This is an optimization exercise on Yosys and OpenROAD, whose aim is small area, a short achievable clock period and few clock cycles per item, not a production implementation. At most, simulation tests tie the RTL to the original design; equivalence was not proved. Function not checked in runs 3 and 4: the RTL went through the layout flow alone. Power figures rest on the tool's default switching activity, not on a simulated workload.

==> standard.sh <==
#!/bin/bash
# synth_recipe.tcl (not shown) runs the flow's synth.tcl, then flattens the netlist and writes it again
# the make line also repeats each setting of config.mk as NAME=value (left out here)
make -C /OpenROAD-flow-scripts/flow DESIGN_CONFIG=/design/flow/config.mk WORK_HOME=/design/flow/orfs CLKGATE_MAP_FILE= SYNTH_SCRIPT=/design/flow/synth_recipe.tcl "${@:-finish}"
==> config.mk <==
export PLATFORM = sky130hd
export DESIGN_NAME = motion_phase_classifier
export DESIGN_NICKNAME = motion_phase_classifier
export VERILOG_FILES = /design/flow/design.v
export SDC_FILE = /design/flow/constraint.sdc
export NUM_CORES = 4
export LEC_CHECK = 0
export ABC_AREA = 1
export CAP_MARGIN = 20
export CORE_MARGIN = 2
export CORE_UTILIZATION = 40
export SETUP_SLACK_MARGIN = 2.0
export SLEW_MARGIN = 20
==> design.v <==
package mpc_pkg;
   localparam int SPEED_W  = 16;
   localparam int ABS_W    = SPEED_W + 1;
   localparam int LIMIT_W  = 15;
   localparam int HOLD_W   = 24;
   localparam int TIME_W   = 48;
   localparam int CSR_IDX_W  = 3;
   localparam int CSR_DATA_W = 24;
   localparam int QUEUE_DEPTH_DEFAULT = 2;
   localparam logic [HOLD_W-1:0] STATIONARY_HOLD_DEFAULT = 24'd200000;
   localparam logic [LIMIT_W-1:0] STAT_LIN_RESET   = 15'd20;
   localparam logic [LIMIT_W-1:0] STAT_ANG_RESET   = 15'd20;
   localparam logic [LIMIT_W-1:0] TURN_ENTER_RESET = 15'd200;
   localparam logic [LIMIT_W-1:0] TURN_EXIT_RESET  = 15'd100;
   localparam logic [LIMIT_W-1:0] ARC_ENTER_RESET  = 15'd100;
   localparam logic [LIMIT_W-1:0] ARC_EXIT_RESET   = 15'd50;
   localparam logic [HOLD_W-1:0]  ENTER_HOLD_RESET = 24'd100000;
   localparam logic [HOLD_W-1:0]  EXIT_HOLD_RESET  = 24'd200000;
   typedef enum logic [1:0] {
      PH_STRAIGHT   = 2'd0,
      PH_STATIONARY = 2'd1,
      PH_TURNING    = 2'd2,
      PH_ARC        = 2'd3
   } phase_type;
   typedef enum logic [CSR_IDX_W-1:0] {
      REG_STAT_LIN   = 3'd0,
      REG_STAT_ANG   = 3'd1,
      REG_TURN_ENTER = 3'd2,
      REG_TURN_EXIT  = 3'd3,
      REG_ARC_ENTER  = 3'd4,
      REG_ARC_EXIT   = 3'd5,
      REG_ENTER_HOLD = 3'd6,
      REG_EXIT_HOLD  = 3'd7
   } csr_index_type;
   typedef struct packed {
      logic              stationary;
      logic              turn_enter_hit;
      logic              turn_exit_hit;
      logic              arc_enter_hit;
      logic              arc_exit_hit;
      logic              discard;
      logic [TIME_W-1:0] sample_time;
   } sample_flags_type;
   typedef struct packed {
      logic [HOLD_W-1:0] enter_hold;
      logic [HOLD_W-1:0] exit_hold;
   } hold_cfg_type;
   typedef struct packed {
      phase_type phase;
      logic      pending;
   } result_type;
endpackage
module mpc_carry #(
   parameter int N = 2
) (
   input  logic [N-1:0] gen,
   input  logic [N-1:0] prop,
   input  logic         carry_in,
   output logic         carry_out
);
   localparam int LEVELS = $clog2(N);
   localparam int W      = 1 << LEVELS;
   logic [W-1:0] g, p;
   always_comb begin
      g = '0;
      p = '1;
      g[N-1:0] = gen;
      p[N-1:0] = prop;
      g[0] = gen[0] | (prop[0] & carry_in);
      for (int l = 0; l < LEVELS; l++) begin
         for (int j = 0; j < (W >> (l + 1)); j++) begin
            g[j] = g[2*j+1] | (p[2*j+1] & g[2*j]);
            p[j] = p[2*j+1] & p[2*j];
         end
      end
      carry_out = g[0];
   end
endmodule
import mpc_pkg::*;
module motion_phase_classifier #(
   parameter int                          QUEUE_DEPTH = mpc_pkg::QUEUE_DEPTH_DEFAULT,
   parameter logic [mpc_pkg::HOLD_W-1:0] STATIONARY_HOLD_US =
      mpc_pkg::STATIONARY_HOLD_DEFAULT
) (
   input  logic                                clock,
   input  logic                                reset,
   input  logic                                req_push,
   output logic                                req_full,
   input  logic signed [mpc_pkg::SPEED_W-1:0]  req_linear_speed,
   input  logic signed [mpc_pkg::SPEED_W-1:0]  req_angular_rate,
   input  logic [mpc_pkg::TIME_W-1:0]          req_sample_time,
   input  logic                                req_discard,
   output logic                                rsp_empty,
   input  logic                                rsp_pop,
   output logic [1:0]                          rsp_motion_phase,
   output logic                                rsp_switch_pending,
   input  logic                                csr_valid,
   output logic                                csr_ready,
   input  logic [mpc_pkg::CSR_IDX_W-1:0]       csr_index,
   input  logic [mpc_pkg::CSR_DATA_W-1:0]      csr_data
);
   logic [LIMIT_W-1:0] stat_lin_ff, stat_ang_ff;
   logic [LIMIT_W:0]   turn_enter_ff, turn_exit_ff, arc_enter_ff, arc_exit_ff;
   logic [HOLD_W-1:0]  enter_hold_ff, exit_hold_ff;
   logic [LIMIT_W:0]   limit_less;
   logic [1:0]        phase_ff, target, cand_target_ff;
   logic              cand_valid_ff, out_valid_ff;
   logic [TIME_W-1:0] cand_start_ff;
   logic [HOLD_W-1:0] hold;
   logic [LIMIT_W:0]   turn_thr, arc_thr;
   logic              lin_neg, ang_neg;
   logic              take, stale, held, clear, same, stat_phase, new_cand, adopt;
   logic              stationary, turn_hit, arc_hit;
   assign csr_ready = 1'b1;
   assign limit_less = {1'b0, csr_data[LIMIT_W-1:0]} - 1'b1;
   localparam logic [LIMIT_W:0] TURN_ENTER_LESS = {1'b0, TURN_ENTER_RESET} - 1'b1;
   localparam logic [LIMIT_W:0] TURN_EXIT_LESS  = {1'b0, TURN_EXIT_RESET} - 1'b1;
   localparam logic [LIMIT_W:0] ARC_ENTER_LESS  = {1'b0, ARC_ENTER_RESET} - 1'b1;
   localparam logic [LIMIT_W:0] ARC_EXIT_LESS   = {1'b0, ARC_EXIT_RESET} - 1'b1;
   logic [HOLD_W-1:0]  wd_lo, wd_hi;
   logic [LIMIT_W:0]   wl_lo, wl_hi;
   logic [7:0]         we;
   assign wd_lo = csr_data & {HOLD_W{!reset}};
   assign wd_hi = csr_data | {HOLD_W{reset}};
   assign wl_lo = limit_less & {(LIMIT_W+1){!reset}};
   assign wl_hi = limit_less | {(LIMIT_W+1){reset}};
   always_comb begin
      for (int k = 0; k < 8; k++) we[k] = reset || (csr_valid && (csr_index == 3'(k)));
   end
   function automatic logic [HOLD_W-1:0] pick_d(input logic [HOLD_W-1:0] rv);
      for (int k = 0; k < HOLD_W; k++) pick_d[k] = rv[k] ? wd_hi[k] : wd_lo[k];
   endfunction
   function automatic logic [LIMIT_W:0] pick_l(input logic [LIMIT_W:0] rv);
      for (int k = 0; k <= LIMIT_W; k++) pick_l[k] = rv[k] ? wl_hi[k] : wl_lo[k];
   endfunction
   always_ff @(posedge clock) begin
      if (we[0]) stat_lin_ff   <= LIMIT_W'(pick_d(HOLD_W'(STAT_LIN_RESET)));
      if (we[1]) stat_ang_ff   <= LIMIT_W'(pick_d(HOLD_W'(STAT_ANG_RESET)));
      if (we[2]) turn_enter_ff <= pick_l(TURN_ENTER_LESS);
      if (we[3]) turn_exit_ff  <= pick_l(TURN_EXIT_LESS);
      if (we[4]) arc_enter_ff  <= pick_l(ARC_ENTER_LESS);
      if (we[5]) arc_exit_ff   <= pick_l(ARC_EXIT_LESS);
      if (we[6]) enter_hold_ff <= pick_d(ENTER_HOLD_RESET);
      if (we[7]) exit_hold_ff  <= pick_d(EXIT_HOLD_RESET);
   end
   assign req_full = out_valid_ff && !rsp_pop;
   assign take     = req_push && !req_full;
   always_ff @(posedge clock) begin
      if (reset)          out_valid_ff <= 1'b0;
      else if (take)      out_valid_ff <= 1'b1;
      else if (rsp_pop)   out_valid_ff <= 1'b0;
   end
   assign rsp_empty          = !out_valid_ff;
   assign rsp_motion_phase   = phase_ff;
   assign rsp_switch_pending = cand_valid_ff;
   logic [LIMIT_W-1:0] lin_lo, ang_lo;
   logic lin_le_sl, ang_le_sa, ang_le_turn, lin_le_arc;
   logic [1:0] lin_sl_c, ang_sa_c, ang_turn_c, lin_arc_c;
   assign lin_neg = req_linear_speed[SPEED_W-1];
   assign ang_neg = req_angular_rate[SPEED_W-1];
   assign lin_lo  = req_linear_speed[LIMIT_W-1:0];
   assign ang_lo = req_angular_rate[LIMIT_W-1:0];
   mpc_carry #(.N(LIMIT_W + 1)) u_lin_sl_p (
      .gen ({1'b0, stat_lin_ff} & {1'b1, ~lin_lo}), .prop ({1'b0, stat_lin_ff} | {1'b1, ~lin_lo}),
      .carry_in (1'b1), .carry_out (lin_sl_c[0]));
   mpc_carry #(.N(LIMIT_W + 1)) u_lin_sl_n (
      .gen ({1'b0, stat_lin_ff} & {1'b1, lin_lo}), .prop ({1'b0, stat_lin_ff} | {1'b1, lin_lo}),
      .carry_in (1'b0), .carry_out (lin_sl_c[1]));
   mpc_carry #(.N(LIMIT_W + 1)) u_ang_sa_p (
      .gen ({1'b0, stat_ang_ff} & {1'b1, ~ang_lo}), .prop ({1'b0, stat_ang_ff} | {1'b1, ~ang_lo}),
      .carry_in (1'b1), .carry_out (ang_sa_c[0]));
   mpc_carry #(.N(LIMIT_W + 1)) u_ang_sa_n (
      .gen ({1'b0, stat_ang_ff} & {1'b1, ang_lo}), .prop ({1'b0, stat_ang_ff} | {1'b1, ang_lo}),
      .carry_in (1'b0), .carry_out (ang_sa_c[1]));
   mpc_carry #(.N(LIMIT_W + 1)) u_ang_turn_p (
      .gen (turn_thr & {1'b1, ~ang_lo}), .prop (turn_thr | {1'b1, ~ang_lo}),
      .carry_in (1'b1), .carry_out (ang_turn_c[0]));
   mpc_carry #(.N(LIMIT_W + 1)) u_ang_turn_n (
      .gen (turn_thr & {1'b1, ang_lo}), .prop (turn_thr | {1'b1, ang_lo}),
      .carry_in (1'b0), .carry_out (ang_turn_c[1]));
   mpc_carry #(.N(LIMIT_W + 1)) u_lin_arc_p (
      .gen (arc_thr & {1'b1, ~lin_lo}), .prop (arc_thr | {1'b1, ~lin_lo}),
      .carry_in (1'b1), .carry_out (lin_arc_c[0]));
   mpc_carry #(.N(LIMIT_W + 1)) u_lin_arc_n (
      .gen (arc_thr & {1'b1, lin_lo}), .prop (arc_thr | {1'b1, lin_lo}),
      .carry_in (1'b0), .carry_out (lin_arc_c[1]));
   assign lin_le_sl   = lin_neg ? lin_sl_c[1]   : lin_sl_c[0];
   assign ang_le_sa   = ang_neg ? ang_sa_c[1]   : ang_sa_c[0];
   assign ang_le_turn = ang_neg ? ang_turn_c[1] : ang_turn_c[0];
   assign lin_le_arc  = lin_neg ? lin_arc_c[1]  : lin_arc_c[0];
   assign turn_thr = phase_ff[1] ? turn_exit_ff : turn_enter_ff;
   assign arc_thr  = (phase_ff == PH_ARC) ? arc_exit_ff : arc_enter_ff;
   always_comb begin
      stationary = lin_le_sl && ang_le_sa;
      turn_hit   = turn_thr[LIMIT_W] || !ang_le_turn;
      arc_hit    = arc_thr[LIMIT_W]  || !lin_le_arc;
      if (stationary)    target = PH_STATIONARY;
      else if (turn_hit) target = arc_hit ? PH_ARC : PH_TURNING;
      else               target = PH_STRAIGHT;
   end
   localparam int LO_W = HOLD_W;
   logic [TIME_W-1:0] t_above, s_above;
   logic [LO_W-1:0]   lo_s, lo_k;
   logic [TIME_W:0]   held_g, held_p;
   logic              carry_top, t_after;
   assign hold    = (cand_target_ff == PH_STATIONARY) ? STATIONARY_HOLD_US :
                    (cand_target_ff == PH_STRAIGHT)   ? exit_hold_ff : enter_hold_ff;
   assign t_above = req_sample_time & ~cand_start_ff;
   assign s_above = ~req_sample_time & cand_start_ff;
   assign lo_s    = (req_sample_time[LO_W-1:0] ^ ~hold) ^ ~cand_start_ff[LO_W-1:0];
   assign lo_k    = (req_sample_time[LO_W-1:0] & ~cand_start_ff[LO_W-1:0]) |
                    (req_sample_time[LO_W-1:0] & ~hold) | (~cand_start_ff[LO_W-1:0] & ~hold);
   always_comb begin
      held_g[0] = lo_s[0];
      held_p[0] = 1'b1;
      for (int i = 1; i < LO_W; i++) begin
         held_g[i] = lo_s[i] & lo_k[i-1];
         held_p[i] = lo_s[i] | lo_k[i-1];
      end
      held_g[LO_W] = (t_above[LO_W] & lo_k[LO_W-1]) | (s_above[LO_W] & lo_k[LO_W-1]);
      held_p[LO_W] = t_above[LO_W] | (s_above[LO_W] | lo_k[LO_W-1]);
      for (int i = LO_W + 1; i < TIME_W; i++) begin
         held_g[i] = (t_above[i] & ~s_above[i-1]) | (s_above[i] & ~s_above[i-1]);
         held_p[i] = t_above[i] | (s_above[i] | ~s_above[i-1]);
      end
      held_g[TIME_W] = 1'b0;
      held_p[TIME_W] = ~s_above[TIME_W-1];
   end
   mpc_carry #(.N(TIME_W + 1)) u_held (
      .gen (held_g), .prop (held_p), .carry_in (1'b1), .carry_out (carry_top));
   mpc_carry #(.N(TIME_W)) u_stale (
      .gen (t_above), .prop (~s_above), .carry_in (1'b0), .carry_out (t_after));
   assign held  = carry_top;
   assign stale = cand_valid_ff && !t_after;
   assign clear      = req_discard || stale;
   assign same       = (target == phase_ff);
   assign stat_phase = (phase_ff == PH_STATIONARY);
   assign new_cand   = !cand_valid_ff || (cand_target_ff != target);
   assign adopt      = !same && (stat_phase || (!new_cand && held));
   always_ff @(posedge clock) begin
      if (reset) begin
         phase_ff      <= PH_STRAIGHT;
         cand_valid_ff <= 1'b0;
      end else if (take) begin
         phase_ff      <= clear ? PH_STRAIGHT : (adopt ? target : phase_ff);
         cand_valid_ff <= !clear && !same && !stat_phase && (new_cand || !held);
      end
   end
   always_ff @(posedge clock) begin
      if (take && new_cand) begin
         cand_target_ff <= target;
         cand_start_ff  <= req_sample_time;
      end
   end
endmodule
==> constraint.sdc <==
create_clock -name core_clock -period 5.5 [get_ports {clock}]
set_input_delay 1.1000 -clock core_clock [delete_from_list [all_inputs] [get_ports {clock}]]
set_output_delay 1.1000 -clock core_clock [all_outputs]
set_load 0.01 [all_outputs]
==> flow/run.sh <==
#!/bin/bash
# The standard layout, with every port buffered by a plain buffer cell
# (repair may still resize it) instead of the default delay-buffer choice.
set -e
export BUFFER_PORTS_ARGS="-buffer_cell sky130_fd_sc_hd__buf_1"
bash standard.sh > standard.log 2>&1
==> flow_metrics.tcl, run 1 <==
set metrics [dict create \
    status "timing/DRC/antenna clean" \
    cts_tree "yes" \
    cts_sinks 196 \
    ioPinCount 119 \
    hold_buffers 0 \
    syn-num-nets 1588 \
    p_leak_nw 5.98 \
    setup_ws_ns 2.27 \
    cts_buffer_depth 2 \
    syn_avg_cell_area_um2 8.11 \
    hold_viol 0 \
    drt_wl_total_um 29700 \
    path_max_fanout 4 \
    grt_pass1_wl_um 46300 \
    maxCapViolCount 0 \
    crit_family "simple AND/OR/NAND/NOR gates" \
    max_slew.worst_pin.slew_ns 1.04 \
    fmax_ghz 0.310 \
    gp_congestion 0.898 \
    cp-end-kind "flip-flop" \
    antenna_found_initial 2 \
    insertion_delay_ns 0.44 \
    final_cell_mix "nand2_1, inv_1, edfxtp_1" \
    fin_area_um2 13500 \
    vias_per_cell 4.99 \
    rsz0062_at_grt "yes" \
    worstHoldPathType "flip-flop to flip-flop" \
    fp.dieW_um 175 \
    fin_crit_sh_pct 58.7 \
    cts_buffers 17 \
    portBuffers 117 \
    synth_top_family_by_area "simple AND/OR/NAND/NOR gates" \
    vias 9922 \
    final_common_cell "nand2_1" \
    place_area_um2 12700 \
    synth-adder-area-share_pct 4.11 \
    pre_cts_ws_ns 1.58 \
    stdcell_count 1990 \
    synth.distinct_cells 51 \
    skew_ns 0.0130 \
    grt_max_degree 51 \
    slowest_delay_ns 0.47 \
    drcViolationCount 0 \
    first_global_vias 9206 \
    dp_hpwl_um 22400 \
    relSlewSlack_pct 30.4 \
    wl_per_cell_um 14.9 \
    cp_common_cell "nand2_2" \
    htreeDepth 4 \
    synthCells 1451 \
    synth_compound_area_share_pct 10.9 \
    cts.clk_slew.worst_paths_ns 0.08 \
    worst-setup-path-type "flip-flop to flip-flop" \
    power_density_nw_per_um2 289 \
    nNetsFinal 1728 \
    cp-start-kind "flip-flop" \
    syn_area_um2 11800 \
    ys_ff_latch 196 \
    dieHeight_um 175 \
    synth-seq-area-share_pct 49.7 \
    syn_to_final_growth_pct 14.5 \
    irDropWorstVdd_mv 0.215 \
    grt-ovfl-total 0 \
    finalSetupViolCount 0 \
    worst-path-buf-inv 3 \
    arrival_ns 3.58 \
    dp.cells 1946 \
    setup_tns_ns 0 \
    grt_usage_pct 19.2 \
    yosys.area_share.simple_pct 26.8 \
    synthMuxAreaShare_pct 0.0851 \
    slew_violations 0 \
    layout-drive-gt1-share_pct 6.17 \
    n_fill_cell 2881 \
    drt_pass1_iterations 7 \
    core-area_um2 28900 \
    power_mw 3.89 \
    crit_required_ns 5.85 \
    cts_root_buf "clkbuf_16" \
    core.rowCount 62 \
    die_area_um2 30800 \
    path_cells "buf_12 -> nor2_4 -> buf_8 -> buf_4 -> a22oi_2 -> fa_1 -> or2_2 -> o21ai_0 -> o211ai_1 -> a21oi_1 -> nor2_1 -> nor2_1 -> nand2_2 -> nand2_1 -> nand2_1 -> nand4_1 -> nand2_2 -> nand2_2 -> nand3_1 -> a21oi_1" \
    yosys_warnings 4 \
    period_needed_ns 3.23 \
    first_iter_violations 741 \
    postRouteAntennaNets 0 \
    start_util_pct 40.8 \
    slowest_stage "fa_1" \
    synth-xor-area-share_pct 0.596 \
]
## repair_timing
item                                   4_1_cts  5_1_grt
pin swaps                                    0       12
setup buffers                                0        8
gates resized for setup                      2       24
endpoints found under the hold margin        0        0
setup endpoints to repair                   50       53
cloned                                       0        2
## cell families (layout without fill, tap and decap cells)
family	after synthesis	count (layout)
compound gates	214	214
mux	1	1
buf+inv	239	392
flops	196	196
simple gates	767	767
fa+ha+maj	25	25
other cells	1	3
xor+xnor	8	8
## cell type report
class                           count  area (um2)  area share, %
Inverter                          221         833           6.19
Timing Repair Buffer              139         659           4.89
Tap cell                          384         480           3.57
Antenna cell                        2        5.00         0.0371
Multi-Input combinational cell   1016        5080           37.7
Clock buffer                       18         429           3.19
Sequential cell                   196        5850           43.4
Clock inverter                     14         138           1.02
## routing by layer
layer	GRT usage [%]	wire (um)
met1	26.4	14100
met2	31.5	13600
met3	3.33	1530
met4	4.82	503
met5	0	0
## sequential cells by signal (all words and copies together) (netlist names)
signal          flops
cand_target_ff      2
cand_start_ff      48
turn_exit_ff       16
exit_hold_ff       24
cand_valid_ff       1
stat_lin_ff        15
enter_hold_ff      24
out_valid_ff        1
phase_ff            2
arc_exit_ff        16
stat_ang_ff        15
arc_enter_ff       16
turn_enter_ff      16
## cells in the mapped netlist (all sizes together)
master,instances,share of area (%)
a211oi,3,0.19
a21boi,1,0.064
a21oi,75,3.2
a22o,15,1.1
a22oi,7,0.45
a31oi,6,0.32
and2,2,0.13
and3,4,0.21
buf,8,0.40
clkbuf,10,0.32
clkinv,2,0.064
conb,1,0.032
dfxtp,4,0.68
edfxtp,192,49
fa,23,3.9
ha,1,0.11
inv,219,7.0
maj3,1,0.085
mux2i,1,0.085
nand2,446,14
nand2b,1,0.053
nand3,118,5.1
nand3b,1,0.064
nand4,12,0.64
nor2,149,4.8
nor3,17,0.72
nor3b,1,0.064
nor4,1,0.053
o2111ai,1,0.074
o211a,1,0.085
o211ai,6,0.38
o21a,6,0.38
o21ai,65,2.9
o21bai,1,0.064
o221ai,2,0.15
o22a,6,0.45
o22ai,17,0.90
o311ai,1,0.074
o32a,1,0.085
or2,15,0.80
xnor2,1,0.074
xor2,7,0.52
## power breakdown
part | internal, mW | switching, mW
Combinational | 0.306 | 0.523
Sequential | 1.79 | 0.0552
Clock | 0.604 | 0.615
## stage by stage
step / util, % / hold slack, ns
2_1_floorplan: - / 0.513
3_3_place_gp: 44.1 / 0.564
3_5_place_dp: 44.1 / 0.543
4_1_cts: 46.1 / 0.556
5_1_grt: 46.7 / 0.592
6_report: 46.7 / 0.549
## worst paths after layout
| path | start | to | slack, ns | cells after the start |
|---|---|---|---|---|
| worst max-delay path | cand_target_ff[1]$_DFFE_PP_ | phase_ff[1]$_SDFFE_PP0P_ | 2.27 | 20 |
| worst min-delay path | cand_valid_ff$_SDFFE_PP0P_ | cand_valid_ff$_SDFFE_PP0P_ | 0.55 | 2 |
| worst max register to register | cand_target_ff[1]$_DFFE_PP_ | phase_ff[1]$_SDFFE_PP0P_ | 2.27 | 20 |
| worst min register to register | cand_valid_ff$_SDFFE_PP0P_ | cand_valid_ff$_SDFFE_PP0P_ | 0.55 | 2 |
## worst min-delay path, cell delays in order, from the launching register on
cell	delay, ns
dfxtp_1	0.37
nand2_1	0.08
a21oi_1	0.06
Testbench counts, summed over its fixed seeds: cycles 16,008, items 16,000.
==> inputs of run 2 (changes only) <==
--- a/config.mk
+++ b/config.mk
@@ -10,4 +10,6 @@
 export CORE_MARGIN = 2
 export CORE_UTILIZATION = 40
+export CTS_BUF_LIST = sky130_fd_sc_hd__clkbuf_8
+export CTS_CLUSTER_SIZE = 16
 export SETUP_SLACK_MARGIN = 2.0
 export SLEW_MARGIN = 20
==> flow_metrics.tcl, run 2 <==
set metrics [dict create \
    finalSetupViolCount 0 \
    cts.clk_slew.worst_paths_ns 0.11 \
    cts_sinks 196 \
    syn-num-nets 1588 \
    synth_common_cells "nand2_1, inv_1, edfxtp_1, nor2_1, nand3_1" \
    met2_length_um 13800 \
    synth_top_cell_by_area "edfxtp_1" \
    cts_root_buf "clkbuf_8" \
    vias 9878 \
    final_common_cell "nand2_1" \
    synth.area.top_cells "edfxtp_1, nand2_1, inv_1" \
    ys_ff_latch 196 \
    swShare_pct 32.1 \
    grt-ovfl-total 0 \
    irDropWorstVdd_mv 0.134 \
    cts_buffer_depth 2 \
    skew_ns 0.0192 \
    synthCells 1451 \
    drt_wl_total_um 29700 \
    drcViolationCount 0 \
    synth-main-ff-cell "edfxtp_1" \
    first_global_vias 9170 \
    cell_internal_pwr_mw 2.43 \
    relSlewSlack_pct 31.7 \
    synth.top_cell.area_share_pct 49.0 \
    grt_usage_pct 19.1 \
    seqPwrFrac_pct 51.4 \
    start_util_pct 40.8 \
    grt_pass1_wl_um 46200 \
    htreeDepth 4 \
    reg.largest.list "cand_start_ff (48), enter_hold_ff (24), exit_hold_ff (24)" \
    cp-start-kind "flip-flop" \
    syn_avg_cell_area_um2 8.11 \
    antenna_found_initial 1 \
    wl_per_cell_um 14.9 \
    fp.dieW_um 175 \
    layout-drive-gt1-share_pct 6.29 \
    final_cell_mix "nand2_1, inv_1, edfxtp_1" \
    gp_congestion 0.898 \
    cp-end-kind "flip-flop" \
    wl_met3_um 1530 \
    top_layer_used "met4" \
    portBuffers 117 \
    path_max_fanout 7 \
    vias_per_cell 4.96 \
    setup_ws_ns 2.26 \
    hold_viol 0 \
    fmax_ghz 0.309 \
    synth_edf_count 192 \
    grt_max_degree 51 \
    drt_pass1_iterations 5 \
    core.rowCount 62 \
    yosys_warnings 4 \
    largest_register_ff_count 48 \
    fin_crit_sh_pct 58.9 \
    status "timing/DRC/antenna clean" \
    crit_required_ns 5.89 \
    dieHeight_um 175 \
    pre_cts_ws_ns 1.58 \
    rsz0062_at_grt "no" \
    wl_met1_um 14000 \
    postRouteAntennaNets 0 \
    syn_area_um2 11800 \
    maxCapViolCount 0 \
    worstHoldPathType "flip-flop to flip-flop" \
    synth_most_common_cell "nand2_1" \
    synth.distinct_cells 51 \
    core-area_um2 28900 \
    first_iter_violations 739 \
    slew_violations 0 \
    cts_tree "yes" \
    p_leak_nw 5.90 \
    arrival_ns 3.63 \
    syn_to_final_growth_pct 12.9 \
    worst-setup-path-type "flip-flop to flip-flop" \
    die_area_um2 30800 \
    synth-seq-area-share_pct 49.7 \
    p_comb_share_pct 23.2 \
    regMostFlops "cand_start_ff" \
    ioPinCount 119 \
    period_needed_ns 3.24 \
    pwr-share-clk_pct 25.4 \
    nNetsFinal 1729 \
    max_slew.worst_pin.slew_ns 1.03 \
    p_switching_mw 1.15 \
    setup_tns_ns 0 \
    async_flop_share_pct 0 \
    dp_hpwl_um 22400 \
    utilization_pct 46.0 \
    insertion_delay_ns 0.48 \
    cts_buffers 17 \
    power_density_nw_per_um2 270 \
    fin_hold_ws_ns 0.550 \
]
==> run 2: cell type report <==
type                       count  area (um2)
multi-input combinational   1016        5080
antenna                        1        2.50
tap                          384         480
clock buffer                  17         234
fill                        2895       15600
clock inverter                15         141
inverter                     221         833
timing repair buffer         140         663
sequential                   196        5850
==> run 2: kinds of logic (layout without fill, tap and decap cells) <==
| group | Yosys count | in the layout | synth area share (%) |
|---|---|---|---|
| mux | 1 | 1 | 0.0851 |
| buf+inv | 239 | 393 | 7.77 |
| compound gates | 214 | 214 | 10.9 |
| flops | 196 | 196 | 49.7 |
| simple gates | 767 | 767 | 26.8 |
| other cells | 1 | 2 | 0.0319 |
| fa+ha+maj | 25 | 25 | 4.11 |
| xor+xnor | 8 | 8 | 0.596 |
==> run 2: path summary, 6_finish.rpt <==
check	to	slack (ns)	start	depth (start not counted)
hold / removal	cand_valid_ff$_SDFFE_PP0P_	0.55	cand_valid_ff$_SDFFE_PP0P_	2
setup reg to reg	phase_ff[1]$_SDFFE_PP0P_	2.26	cand_target_ff[1]$_DFFE_PP_	20
hold reg to reg	cand_valid_ff$_SDFFE_PP0P_	0.55	cand_valid_ff$_SDFFE_PP0P_	2
setup / recovery	phase_ff[1]$_SDFFE_PP0P_	2.26	cand_target_ff[1]$_DFFE_PP_	20
==> run 2: metrics by stage <==
stage	cell area, um2	std cells	total power [mW]
after floorplan	11800	1451	2.42
after global placement	12700	1946	2.65
after detailed placement	12700	1946	2.66
after CTS	13100	1978	3.57
after global routing	13300	1989	3.80
final	13300	1990	3.58
==> run 2: timing repair <==
item	CTS	global route
hold buffers	0	0
gates resized for setup	2	24
buffers inserted	0	9
endpoints found under the setup margin	50	53
cloned	0	2
pin swaps	0	11
==> run 2: power groups by stage <==
stage / clock (mW) / sequential (mW) / combinational [mW]
finish: 0.908 / 1.84 / 0.831
CTS: 0.936 / 1.84 / 0.791
global route: 0.992 / 1.86 / 0.948
global placement: 0 / 1.87 / 0.774
detailed placement: 0 / 1.87 / 0.785
floorplan: 0 / 1.86 / 0.558
==> run 2: layer usage <==
layer / up-vias / GRT usage (%)
met3: 18 / 3.16
met2: 241 / 31.8
met5: - / 0
met4: 0 / 4.30
met1: 4532 / 26.4
li1: 5087 / -
==> run 2: worst max-delay path, stage by stage (launching register included) <==
cell and delay [ns]:
edfxtp_1 0.44, buf_12 0.16, nor2_4 0.11, buf_6 0.16
clkinvlp_4 0.16, o22a_1 0.22, fa_1 0.51, nand2_1 0.05
and3_1 0.17, a22o_1 0.18, a21oi_1 0.12, nor2_1 0.06
nor2_1 0.13, nand2_2 0.08, nand2_1 0.06, nand2_1 0.06
nand4_1 0.14, nand2_2 0.09, nand2_2 0.07, nand3_1 0.06
a21oi_1 0.13
==> inputs of run 3 (changes only) <==
--- a/design.v
+++ b/design.v
@@ -101,28 +101,29 @@
 );
    logic [LIMIT_W-1:0] stat_lin_ff, stat_ang_ff;
-   logic [LIMIT_W:0]   turn_enter_ff, turn_exit_ff, arc_enter_ff, arc_exit_ff;
+   logic [LIMIT_W-1:0] turn_enter_ff, turn_exit_ff, arc_enter_ff, arc_exit_ff;
    logic [HOLD_W-1:0]  enter_hold_ff, exit_hold_ff;
-   logic [LIMIT_W:0]   limit_less;
+   logic [LIMIT_W-1:0] limit_less;
    logic [1:0]        phase_ff, target, cand_target_ff;
    logic              cand_valid_ff, out_valid_ff;
    logic [TIME_W-1:0] cand_start_ff;
    logic [HOLD_W-1:0] hold;
-   logic [LIMIT_W:0]   turn_thr, arc_thr;
+   logic [LIMIT_W-1:0] lin_mag, ang_mag;
+   logic [LIMIT_W-1:0] turn_thr, arc_thr;
    logic              lin_neg, ang_neg;
    logic              take, stale, held, clear, same, stat_phase, new_cand, adopt;
    logic              stationary, turn_hit, arc_hit;
    assign csr_ready = 1'b1;
-   assign limit_less = {1'b0, csr_data[LIMIT_W-1:0]} - 1'b1;
-   localparam logic [LIMIT_W:0] TURN_ENTER_LESS = {1'b0, TURN_ENTER_RESET} - 1'b1;
-   localparam logic [LIMIT_W:0] TURN_EXIT_LESS  = {1'b0, TURN_EXIT_RESET} - 1'b1;
-   localparam logic [LIMIT_W:0] ARC_ENTER_LESS  = {1'b0, ARC_ENTER_RESET} - 1'b1;
-   localparam logic [LIMIT_W:0] ARC_EXIT_LESS   = {1'b0, ARC_EXIT_RESET} - 1'b1;
+   assign limit_less = csr_data[LIMIT_W-1:0] - 1'b1;
+   localparam logic [LIMIT_W-1:0] TURN_ENTER_LESS = TURN_ENTER_RESET - 1'b1;
+   localparam logic [LIMIT_W-1:0] TURN_EXIT_LESS  = TURN_EXIT_RESET - 1'b1;
+   localparam logic [LIMIT_W-1:0] ARC_ENTER_LESS  = ARC_ENTER_RESET - 1'b1;
+   localparam logic [LIMIT_W-1:0] ARC_EXIT_LESS   = ARC_EXIT_RESET - 1'b1;
    logic [HOLD_W-1:0]  wd_lo, wd_hi;
-   logic [LIMIT_W:0]   wl_lo, wl_hi;
+   logic [LIMIT_W-1:0] wl_lo, wl_hi;
    logic [7:0]         we;
    assign wd_lo = csr_data & {HOLD_W{!reset}};
    assign wd_hi = csr_data | {HOLD_W{reset}};
-   assign wl_lo = limit_less & {(LIMIT_W+1){!reset}};
-   assign wl_hi = limit_less | {(LIMIT_W+1){reset}};
+   assign wl_lo = limit_less & {LIMIT_W{!reset}};
+   assign wl_hi = limit_less | {LIMIT_W{reset}};
    always_comb begin
       for (int k = 0; k < 8; k++) we[k] = reset || (csr_valid && (csr_index == 3'(k)));
@@ -131,6 +132,6 @@
       for (int k = 0; k < HOLD_W; k++) pick_d[k] = rv[k] ? wd_hi[k] : wd_lo[k];
    endfunction
-   function automatic logic [LIMIT_W:0] pick_l(input logic [LIMIT_W:0] rv);
-      for (int k = 0; k <= LIMIT_W; k++) pick_l[k] = rv[k] ? wl_hi[k] : wl_lo[k];
+   function automatic logic [LIMIT_W-1:0] pick_l(input logic [LIMIT_W-1:0] rv);
+      for (int k = 0; k < LIMIT_W; k++) pick_l[k] = rv[k] ? wl_hi[k] : wl_lo[k];
    endfunction
    always_ff @(posedge clock) begin
@@ -154,45 +155,27 @@
    assign rsp_motion_phase   = phase_ff;
    assign rsp_switch_pending = cand_valid_ff;
-   logic [LIMIT_W-1:0] lin_lo, ang_lo;
-   logic lin_le_sl, ang_le_sa, ang_le_turn, lin_le_arc;
-   logic [1:0] lin_sl_c, ang_sa_c, ang_turn_c, lin_arc_c;
    assign lin_neg = req_linear_speed[SPEED_W-1];
    assign ang_neg = req_angular_rate[SPEED_W-1];
-   assign lin_lo  = req_linear_speed[LIMIT_W-1:0];
-   assign ang_lo = req_angular_rate[LIMIT_W-1:0];
-   mpc_carry #(.N(LIMIT_W + 1)) u_lin_sl_p (
-      .gen ({1'b0, stat_lin_ff} & {1'b1, ~lin_lo}), .prop ({1'b0, stat_lin_ff} | {1'b1, ~lin_lo}),
-      .carry_in (1'b1), .carry_out (lin_sl_c[0]));
-   mpc_carry #(.N(LIMIT_W + 1)) u_lin_sl_n (
-      .gen ({1'b0, stat_lin_ff} & {1'b1, lin_lo}), .prop ({1'b0, stat_lin_ff} | {1'b1, lin_lo}),
-      .carry_in (1'b0), .carry_out (lin_sl_c[1]));
-   mpc_carry #(.N(LIMIT_W + 1)) u_ang_sa_p (
-      .gen ({1'b0, stat_ang_ff} & {1'b1, ~ang_lo}), .prop ({1'b0, stat_ang_ff} | {1'b1, ~ang_lo}),
-      .carry_in (1'b1), .carry_out (ang_sa_c[0]));
-   mpc_carry #(.N(LIMIT_W + 1)) u_ang_sa_n (
-      .gen ({1'b0, stat_ang_ff} & {1'b1, ang_lo}), .prop ({1'b0, stat_ang_ff} | {1'b1, ang_lo}),
-      .carry_in (1'b0), .carry_out (ang_sa_c[1]));
-   mpc_carry #(.N(LIMIT_W + 1)) u_ang_turn_p (
-      .gen (turn_thr & {1'b1, ~ang_lo}), .prop (turn_thr | {1'b1, ~ang_lo}),
-      .carry_in (1'b1), .carry_out (ang_turn_c[0]));
-   mpc_carry #(.N(LIMIT_W + 1)) u_ang_turn_n (
-      .gen (turn_thr & {1'b1, ang_lo}), .prop (turn_thr | {1'b1, ang_lo}),
-      .carry_in (1'b0), .carry_out (ang_turn_c[1]));
-   mpc_carry #(.N(LIMIT_W + 1)) u_lin_arc_p (
-      .gen (arc_thr & {1'b1, ~lin_lo}), .prop (arc_thr | {1'b1, ~lin_lo}),
-      .carry_in (1'b1), .carry_out (lin_arc_c[0]));
-   mpc_carry #(.N(LIMIT_W + 1)) u_lin_arc_n (
-      .gen (arc_thr & {1'b1, lin_lo}), .prop (arc_thr | {1'b1, lin_lo}),
-      .carry_in (1'b0), .carry_out (lin_arc_c[1]));
-   assign lin_le_sl   = lin_neg ? lin_sl_c[1]   : lin_sl_c[0];
-   assign ang_le_sa   = ang_neg ? ang_sa_c[1]   : ang_sa_c[0];
-   assign ang_le_turn = ang_neg ? ang_turn_c[1] : ang_turn_c[0];
-   assign lin_le_arc  = lin_neg ? lin_arc_c[1]  : lin_arc_c[0];
+   assign lin_mag = req_linear_speed[LIMIT_W-1:0] ^ {LIMIT_W{lin_neg}};
+   assign ang_mag = req_angular_rate[LIMIT_W-1:0] ^ {LIMIT_W{ang_neg}};
+   logic lin_le_sl, ang_le_sa, ang_le_turn, lin_le_arc;
+   mpc_carry #(.N(LIMIT_W + 1)) u_lin_sl (
+      .gen ({1'b0, stat_lin_ff} & {1'b1, ~lin_mag}), .prop ({1'b0, stat_lin_ff} | {1'b1, ~lin_mag}),
+      .carry_in (!lin_neg), .carry_out (lin_le_sl));
+   mpc_carry #(.N(LIMIT_W + 1)) u_ang_sa (
+      .gen ({1'b0, stat_ang_ff} & {1'b1, ~ang_mag}), .prop ({1'b0, stat_ang_ff} | {1'b1, ~ang_mag}),
+      .carry_in (!ang_neg), .carry_out (ang_le_sa));
+   mpc_carry #(.N(LIMIT_W + 1)) u_ang_turn (
+      .gen ({1'b0, turn_thr} & {1'b1, ~ang_mag}), .prop ({1'b0, turn_thr} | {1'b1, ~ang_mag}),
+      .carry_in (!ang_neg), .carry_out (ang_le_turn));
+   mpc_carry #(.N(LIMIT_W + 1)) u_lin_arc (
+      .gen ({1'b0, arc_thr} & {1'b1, ~lin_mag}), .prop ({1'b0, arc_thr} | {1'b1, ~lin_mag}),
+      .carry_in (!lin_neg), .carry_out (lin_le_arc));
    assign turn_thr = phase_ff[1] ? turn_exit_ff : turn_enter_ff;
    assign arc_thr  = (phase_ff == PH_ARC) ? arc_exit_ff : arc_enter_ff;
    always_comb begin
       stationary = lin_le_sl && ang_le_sa;
-      turn_hit   = turn_thr[LIMIT_W] || !ang_le_turn;
-      arc_hit    = arc_thr[LIMIT_W]  || !lin_le_arc;
+      turn_hit   = (&turn_thr) || !ang_le_turn;
+      arc_hit    = (&arc_thr)  || !lin_le_arc;
       if (stationary)    target = PH_STATIONARY;
       else if (turn_hit) target = arc_hit ? PH_ARC : PH_TURNING;
--- a/config.mk
+++ b/config.mk
@@ -10,6 +10,4 @@
 export CORE_MARGIN = 2
 export CORE_UTILIZATION = 40
-export CTS_BUF_LIST = sky130_fd_sc_hd__clkbuf_8
-export CTS_CLUSTER_SIZE = 16
 export SETUP_SLACK_MARGIN = 2.0
 export SLEW_MARGIN = 20
==> flow_metrics.tcl, run 3 <==
set metrics [dict create \
    slowest_stage "clkdlybuf4s18_2" \
    synth_edf_count 188 \
    nNetsFinal 1560 \
    first_global_vias 8237 \
    gp_congestion 0.921 \
    layout-drive-gt1-share_pct 7.87 \
    max_slew.worst_pin.slew_ns 0.993 \
    grt_pass1_wl_um 43200 \
    syn_area_um2 11200 \
    power_density_nw_per_um2 305 \
    core.rowCount 61 \
    syn_to_final_growth_pct 14.0 \
    maxCapViolCount 0 \
    grt_max_degree 51 \
    dieHeight_um 171 \
    core-area_um2 27700 \
    cts_sinks 192 \
    relSlewSlack_pct 33.8 \
    n_fill_cell 2714 \
    antenna-diode-count 0 \
    slew_violations 0 \
    slowest_delay_ns 0.46 \
    dp_hpwl_um 20800 \
    portBuffers 117 \
    first_iter_violations 702 \
    drcViolationCount 0 \
    crit_family "buffers and inverters" \
    synth-main-ff-cell "edfxtp_1" \
    regMostFlops "cand_start_ff" \
    rsz0062_at_grt "no" \
    skew_ns 0.0153 \
    irDropWorstVdd_mv 0.225 \
    cp-start-kind "input port" \
    largest_register_ff_count 48 \
    drt_pass1_iterations 5 \
    synth-seq-area-share_pct 51.1 \
    synth_common_cells "nand2_1, inv_1, edfxtp_1, nor2_1, nand3_1" \
    fmax_ghz 0.304 \
    cts_buffer_depth 2 \
    start_util_pct 40.5 \
    vias_per_cell 4.88 \
    worstHoldPathType "flip-flop to flip-flop" \
    cts_root_buf "clkbuf_16" \
    finalSetupViolCount 0 \
    grt_usage_pct 19.4 \
    ys_ff_latch 192 \
    crit_required_ns 5.61 \
    worst-setup-path-type "input port to flip-flop" \
    hold_viol 0 \
    synth.distinct_cells 51 \
    period_needed_ns 3.29 \
    path_max_fanout 50 \
    grt-ovfl-total 0 \
    arrival_ns 3.40 \
    cp_common_cell "nand2_1" \
    synthCells 1292 \
    cts_tree "yes" \
    p_leak_nw 5.59 \
    htreeDepth 4 \
    setup_tns_ns 0 \
    wl_per_cell_um 15.2 \
    async_flop_share_pct 0 \
    yosys_warnings 4 \
    drt_wl_total_um 27500 \
    die_area_um2 29400 \
    insertion_delay_ns 0.44 \
    synth_most_common_cell "nand2_1" \
    postRouteAntennaNets 0 \
    final_cell_mix "nand2_1, inv_1, edfxtp_1" \
    fin_crit_sh_pct 59.8 \
    final_common_cell "nand2_1" \
    syn_avg_cell_area_um2 8.67 \
    synth.top_cell.area_share_pct 50.4 \
    cp-end-kind "flip-flop" \
    synth_top_cell_by_area "edfxtp_1" \
    status "timing/DRC/antenna clean" \
    cts_buffers 17 \
    fin_hold_ws_ns 0.557 \
    synth.area.top_cells "edfxtp_1, nand2_1, inv_1" \
    utilization_pct 46.1 \
    antenna_found_initial 0 \
    vias 8847 \
    syn-num-nets 1429 \
    ioPinCount 119 \
    path_cells "clkdlybuf4s18_2 -> buf_4 -> xor2_1 -> nand2_1 -> nand2_1 -> nor2_1 -> nand2_1 -> nor2_1 -> nor2_1 -> nand2_1 -> nand2_1 -> nand2_2 -> nand2_2 -> nand2_1 -> nand2_1 -> nor2_2 -> nor2_4 -> buf_12" \
    worst-path-buf-inv 3 \
    cts.clk_slew.worst_paths_ns 0.07 \
    stdcell_count 1814 \
    dp.cells 1778 \
    reg.largest.list "cand_start_ff (48), enter_hold_ff (24), exit_hold_ff (24)" \
    fp.dieW_um 171 \
]
run 3: cell count changes after synthesis, moves of 5 or more:
| cell | delta |
|---|---|
| inv_1 | -16 |
| xor2_2 | +6 |
| o21a_1 | -6 |
| buf_6 | +6 |
| nand2_1 | -60 |
| nand3_1 | -59 |
| nand2_2 | +8 |
| xnor2_1 | +9 |
| a221oi_1 | +5 |
| a21oi_1 | -32 |
| xor2_1 | +7 |
| nor2_1 | -24 |
run 3: where the power goes:
| part | switching [mW] | internal [mW] |
|---|---|---|
| clock network | 0.621 | 0.610 |
| logic | 0.543 | 0.315 |
| registers | 0.0510 | 1.75 |
run 3: worst register-to-register path: stages (launching register included):
cell      delay [ns]
edfxtp_1        0.36
buf_4           0.23
nor2_4          0.26
buf_4           0.24
a22o_1          0.19
fa_1            0.45
a221oi_2        0.32
nand2_1         0.08
o311ai_0        0.10
nor2_1          0.09
nand2_1         0.09
nand2_1         0.06
nand2_1         0.12
nand2_1         0.07
nand2_1         0.09
nand2_2         0.07
nand2_2         0.08
nand2_1         0.07
nand3_1         0.07
a21oi_1         0.06
run 3: logic make-up (layout without fill, tap and decap cells):
| logic type | count (synthesis) | in the layout | share of synthesized area, % |
|---|---|---|---|
| compound gates | 179 | 179 | 9.86 |
| xor+xnor | 33 | 33 | 3.18 |
| fa+ha+maj | 24 | 24 | 4.22 |
| buf+inv | 227 | 371 | 8.28 |
| flops | 192 | 192 | 51.1 |
| other cells | 1 | 1 | 0.0335 |
| simple gates | 636 | 636 | 23.3 |
run 3: layer usage:
metal  global-route usage, %  vias to the layer above  routed length [um]
li1                        -                     4499                   -
met1                    27.3                     4073               12800
met2                    30.9                      245               12500
met3                    3.06                       30                1640
met4                    5.86                        0                 519
met5                       0                        -                   0
run 3: area by class of cell:
cell class	count	area, um2	share of cell area (%)
sequential	192	5730	44.8
multi-input combinational	873	4630	36.2
inverter	204	766	5.99
timing repair buffer	135	598	4.68
tap	378	473	3.70
clock buffer	17	425	3.33
clock inverter	15	165	1.29
run 3: final timing paths:
kind | from | to | slack [ns] | cells after the start
worst max-delay path | req_linear_speed[15] | cand_start_ff[46]$_DFFE_PP_ | 2.21 | 18
worst min-delay path | cand_valid_ff$_SDFFE_PP0P_ | cand_valid_ff$_SDFFE_PP0P_ | 0.56 | 2
worst min register to register | cand_valid_ff$_SDFFE_PP0P_ | cand_valid_ff$_SDFFE_PP0P_ | 0.56 | 2
worst max register to register | cand_target_ff[1]$_DFFE_PP_ | phase_ff[0]$_SDFFE_PP0P_ | 2.28 | 19
run 3: timing repair:
action,4_1_cts,5_1_grt
hold buffers,0,0
endpoints found under the setup margin,53,53
pin swaps,0,1
buffers inserted,0,4
gates resized for setup,5,11
run 3: stage by stage:
stage | power (mW) | area [um2] | setup slack, ns
5_1_grt | 4.12 | 12800 | 2.00
4_1_cts | 3.91 | 12700 | 2.05
2_1_floorplan | 2.42 | 11200 | 2.01
6_report | 3.90 | 12800 | 2.21
3_5_place_dp | 2.67 | 12100 | 1.14
3_3_place_gp | 2.66 | 12100 | 1.20
==> inputs of run 4 (changes only) <==
--- a/config.mk
+++ b/config.mk
@@ -10,4 +10,6 @@
 export CORE_MARGIN = 2
 export CORE_UTILIZATION = 40
+export CTS_BUF_LIST = sky130_fd_sc_hd__clkbuf_8
+export CTS_CLUSTER_SIZE = 16
 export SETUP_SLACK_MARGIN = 2.0
 export SLEW_MARGIN = 20
==> flow_metrics.tcl, run 4 <==
set metrics [dict create \
    slew_violations 0 \
    crit_family "buffers and inverters" \
    vias 8876 \
    hold_viol 0 \
    antenna-diode-count 0 \
    setup_tns_ns 0 \
    syn_avg_cell_area_um2 8.67 \
    cts_buffer_depth 2 \
    pwr-share-clk_pct 25.7 \
    portBuffers 117 \
    postRouteAntennaNets 0 \
    grt_usage_pct 19.4 \
    synth_most_common_cell "nand2_1" \
    final_common_cell "nand2_1" \
    antenna_found_initial 0 \
    vias_per_cell 4.89 \
    nNetsFinal 1560 \
    ioPinCount 119 \
    cp_num_cells 18 \
    grt_pass1_wl_um 43100 \
    pre_cts_ws_ns 1.14 \
    core.rowCount 61 \
    reg2reg_from "cand_target_ff[1]$_DFFE_PP_" \
    regToRegSetupSlack_ns 2.27 \
    stdcell_count 1814 \
    yosys_warnings 4 \
    hold_path_depth 2 \
    cell_internal_pwr_mw 2.41 \
    cts_sinks 192 \
    gp_congestion 0.921 \
    crit_end "cand_start_ff[46]$_DFFE_PP_" \
    arrival_ns 3.41 \
    layout-drive-gt1-share_pct 7.87 \
    first_global_vias 8237 \
    crit_required_ns 5.65 \
    drcViolationCount 0 \
    relSlewSlack_pct 38.3 \
    slowest_delay_ns 0.47 \
    regMostFlops "cand_start_ff" \
    period_needed_ns 3.27 \
    cts_root_buf "clkbuf_8" \
    synthCells 1292 \
    p_comb_share_pct 23.9 \
    grt-ovfl-total 0 \
    die_area_um2 29400 \
    ys_ff_latch 192 \
    path_max_fanout 50 \
    p_leak_nw 5.50 \
    dp_hpwl_um 20800 \
    async_flop_share_pct 0 \
    synth.area.top_cells "edfxtp_1, nand2_1, inv_1" \
    grt_max_degree 51 \
    reg.largest.list "cand_start_ff (48), enter_hold_ff (24), exit_hold_ff (24)" \
    setup_ws_ns 2.23 \
    start_util_pct 40.5 \
    cts.clk_slew.worst_paths_ns 0.09 \
    cts_buffers 17 \
    critPathLaunch "req_linear_speed[15]" \
    synth_top_cell_by_area "edfxtp_1" \
    skew_ns 0.0180 \
    drt_wl_total_um 27600 \
    place_area_um2 12100 \
    fin_crit_sh_pct 59.4 \
    wl_per_cell_um 15.2 \
    fmax_ghz 0.306 \
    slowest_stage "clkdlybuf4s15_2" \
    first_iter_violations 761 \
    power_density_nw_per_um2 285 \
    worstHoldPathType "flip-flop to flip-flop" \
    hold_buffers 0 \
    r2r-end "phase_ff[0]$_SDFFE_PP0P_" \
    synth_common_cells "nand2_1, inv_1, edfxtp_1, nor2_1, nand3_1" \
    rsz0062_at_grt "no" \
    dp.cells 1778 \
    htreeDepth 4 \
    seqPwrFrac_pct 50.4 \
    swShare_pct 32.7 \
    synth_edf_count 188 \
    finalSetupViolCount 0 \
    syn_area_um2 11200 \
    cp-start-kind "input port" \
    insertion_delay_ns 0.48 \
    maxCapViolCount 0 \
    syn_to_final_growth_pct 12.3 \
    status "timing/DRC/antenna clean" \
    core-area_um2 27700 \
    cp_common_cell "nand2_1" \
    n_fill_cell 2746 \
    syn-num-nets 1429 \
    fp.dieW_um 171 \
    irDropWorstVdd_mv 0.172 \
    p_switching_mw 1.17 \
    max_slew.worst_pin.slew_ns 0.926 \
    fin_area_um2 12600 \
    synth-main-ff-cell "edfxtp_1" \
    synth.top_cell.area_share_pct 50.4 \
    final_cell_mix "nand2_1, inv_1, edfxtp_1" \
    synth-seq-area-share_pct 51.1 \
    worst-setup-path-type "input port to flip-flop" \
    dieHeight_um 171 \
    synth.distinct_cells 51 \
    worst-path-buf-inv 3 \
    cts_tree "yes" \
    largest_register_ff_count 48 \
    fin_hold_ws_ns 0.560 \
    reg2reg_depth 19 \
    cp-end-kind "flip-flop" \
    path_cells "clkdlybuf4s15_2 -> buf_4 -> xor2_1 -> nand2_1 -> nand2_1 -> nor2_1 -> nand2_1 -> nor2_1 -> nor2_1 -> nand2_1 -> nand2_1 -> nand2_2 -> nand2_2 -> nand2_1 -> nand2_1 -> nor2_2 -> nor2_4 -> buf_12" \
    drt_pass1_iterations 7 \
]
[run 4: worst reg2reg max path: stages (launching register included)]
cell      delay (ns)
edfxtp_1        0.37
buf_4           0.23
nor2_4          0.26
buf_4           0.24
a22o_1          0.19
fa_1            0.45
a221oi_2        0.32
nand2_1         0.08
o311ai_0        0.10
nor2_1          0.09
nand2_1         0.08
nand2_1         0.06
nand2_1         0.12
nand2_1         0.07
nand2_1         0.09
nand2_2         0.07
nand2_2         0.08
nand2_1         0.07
nand3_1         0.07
a21oi_1         0.06
[run 4: cell type report]
class,instances,area [um2],share of cell area (%)
clock buffers,17,234,1.86
clock inverters,15,165,1.31
inverters,204,766,6.08
multi-input cells,873,4630,36.8
flip-flops and latches,192,5730,45.5
well taps,378,473,3.76
repair buffers,135,596,4.73
[run 4: layer usage]
layer / vias up / GRT usage [%] / wire length (um)
met1: 4078 / 27.2 / 12900
met4: 0 / 6.04 / 532
met3: 31 / 3.24 / 1680
met2: 264 / 30.9 / 12500
li1: 4503 / - / -
met5: - / 0 / 0
[run 4: how the worst min path moves through the flow]
stage | start | slack (ns) | endpoint
floorplan | cand_valid_ff$_SDFFE_PP0P_ | 0.51 | cand_valid_ff$_SDFFE_PP0P_
global placement | cand_valid_ff$_SDFFE_PP0P_ | 0.54 | cand_valid_ff$_SDFFE_PP0P_
detailed placement | cand_valid_ff$_SDFFE_PP0P_ | 0.54 | cand_valid_ff$_SDFFE_PP0P_
CTS | cand_valid_ff$_SDFFE_PP0P_ | 0.56 | cand_valid_ff$_SDFFE_PP0P_
global route | cand_valid_ff$_SDFFE_PP0P_ | 0.61 | cand_valid_ff$_SDFFE_PP0P_
finish | cand_valid_ff$_SDFFE_PP0P_ | 0.56 | cand_valid_ff$_SDFFE_PP0P_
[run 4: power groups by stage]
stage                     Clock [mW]  Combinational [mW]  Sequential [mW]
after CTS                      0.954               0.841             1.81
after detailed placement           0               0.833             1.84
after floorplan                    0               0.599             1.82
after global placement             0               0.822             1.84
final                          0.921               0.858             1.80
after global routing            1.02               0.978             1.82
[run 4: metrics by stage]
stage	utilization (%)	power [mW]
floorplan	-	2.42
global placement	43.7	2.66
CTS	45.2	3.60
global route	45.4	3.82
detailed placement	43.7	2.67
finish	45.4	3.58
[run 4: cells by family (layout without fill, tap and decap cells)]
kind of cell	count (synthesis)	count (layout)	synth area share, %
AND/OR/NAND/NOR	636	636	23.3
buffers and inverters	227	371	8.28
flip-flops	192	192	51.1
AO/OA/AOI/OAI	179	179	9.86
XOR/XNOR	33	33	3.18
adder cells (fa/ha/maj)	24	24	4.22
other	1	1	0.0335
[run 4: repair_timing]
item	in CTS	in global routing
endpoints found under the setup margin	53	53
pin swaps	0	1
gates resized for setup	5	9
buffers inserted	0	4

-- static timing again, ports no longer ideal --
No port has a modelled driver above. Below, the same layouts with a new extraction and two added sets of constraints.
Step 1 sets driving cells, clkbuf_16 on the clock port and buf_2 on the other inputs (assumed; they add their load-dependent delay and slew).
Step 2 times the ports against the registers' clock, not the clock port: input delays grow and output delays shrink by t, the midpoint of the rising clock arrivals with the driver on.
Slacks: no drivers / after step 1 / after step 2; pairs: no drivers / after step 1.
run	t, ns	setup WS [ns]	worst setup path at the end
run 1	0.478	2.274 / 2.274 / 1.880	input to register
run 2	0.509	2.262 / 2.262 / 1.915	input to register
run 3	0.482	2.211 / 2.237 / 1.755	input to register
run 4	0.511	2.233 / 2.256 / 1.745	input to register
After both steps every run listed still meets setup and hold. The setup slack of run 4, which loses most, moves by +0.023 ns with the drivers and by -0.488 ns with both steps.
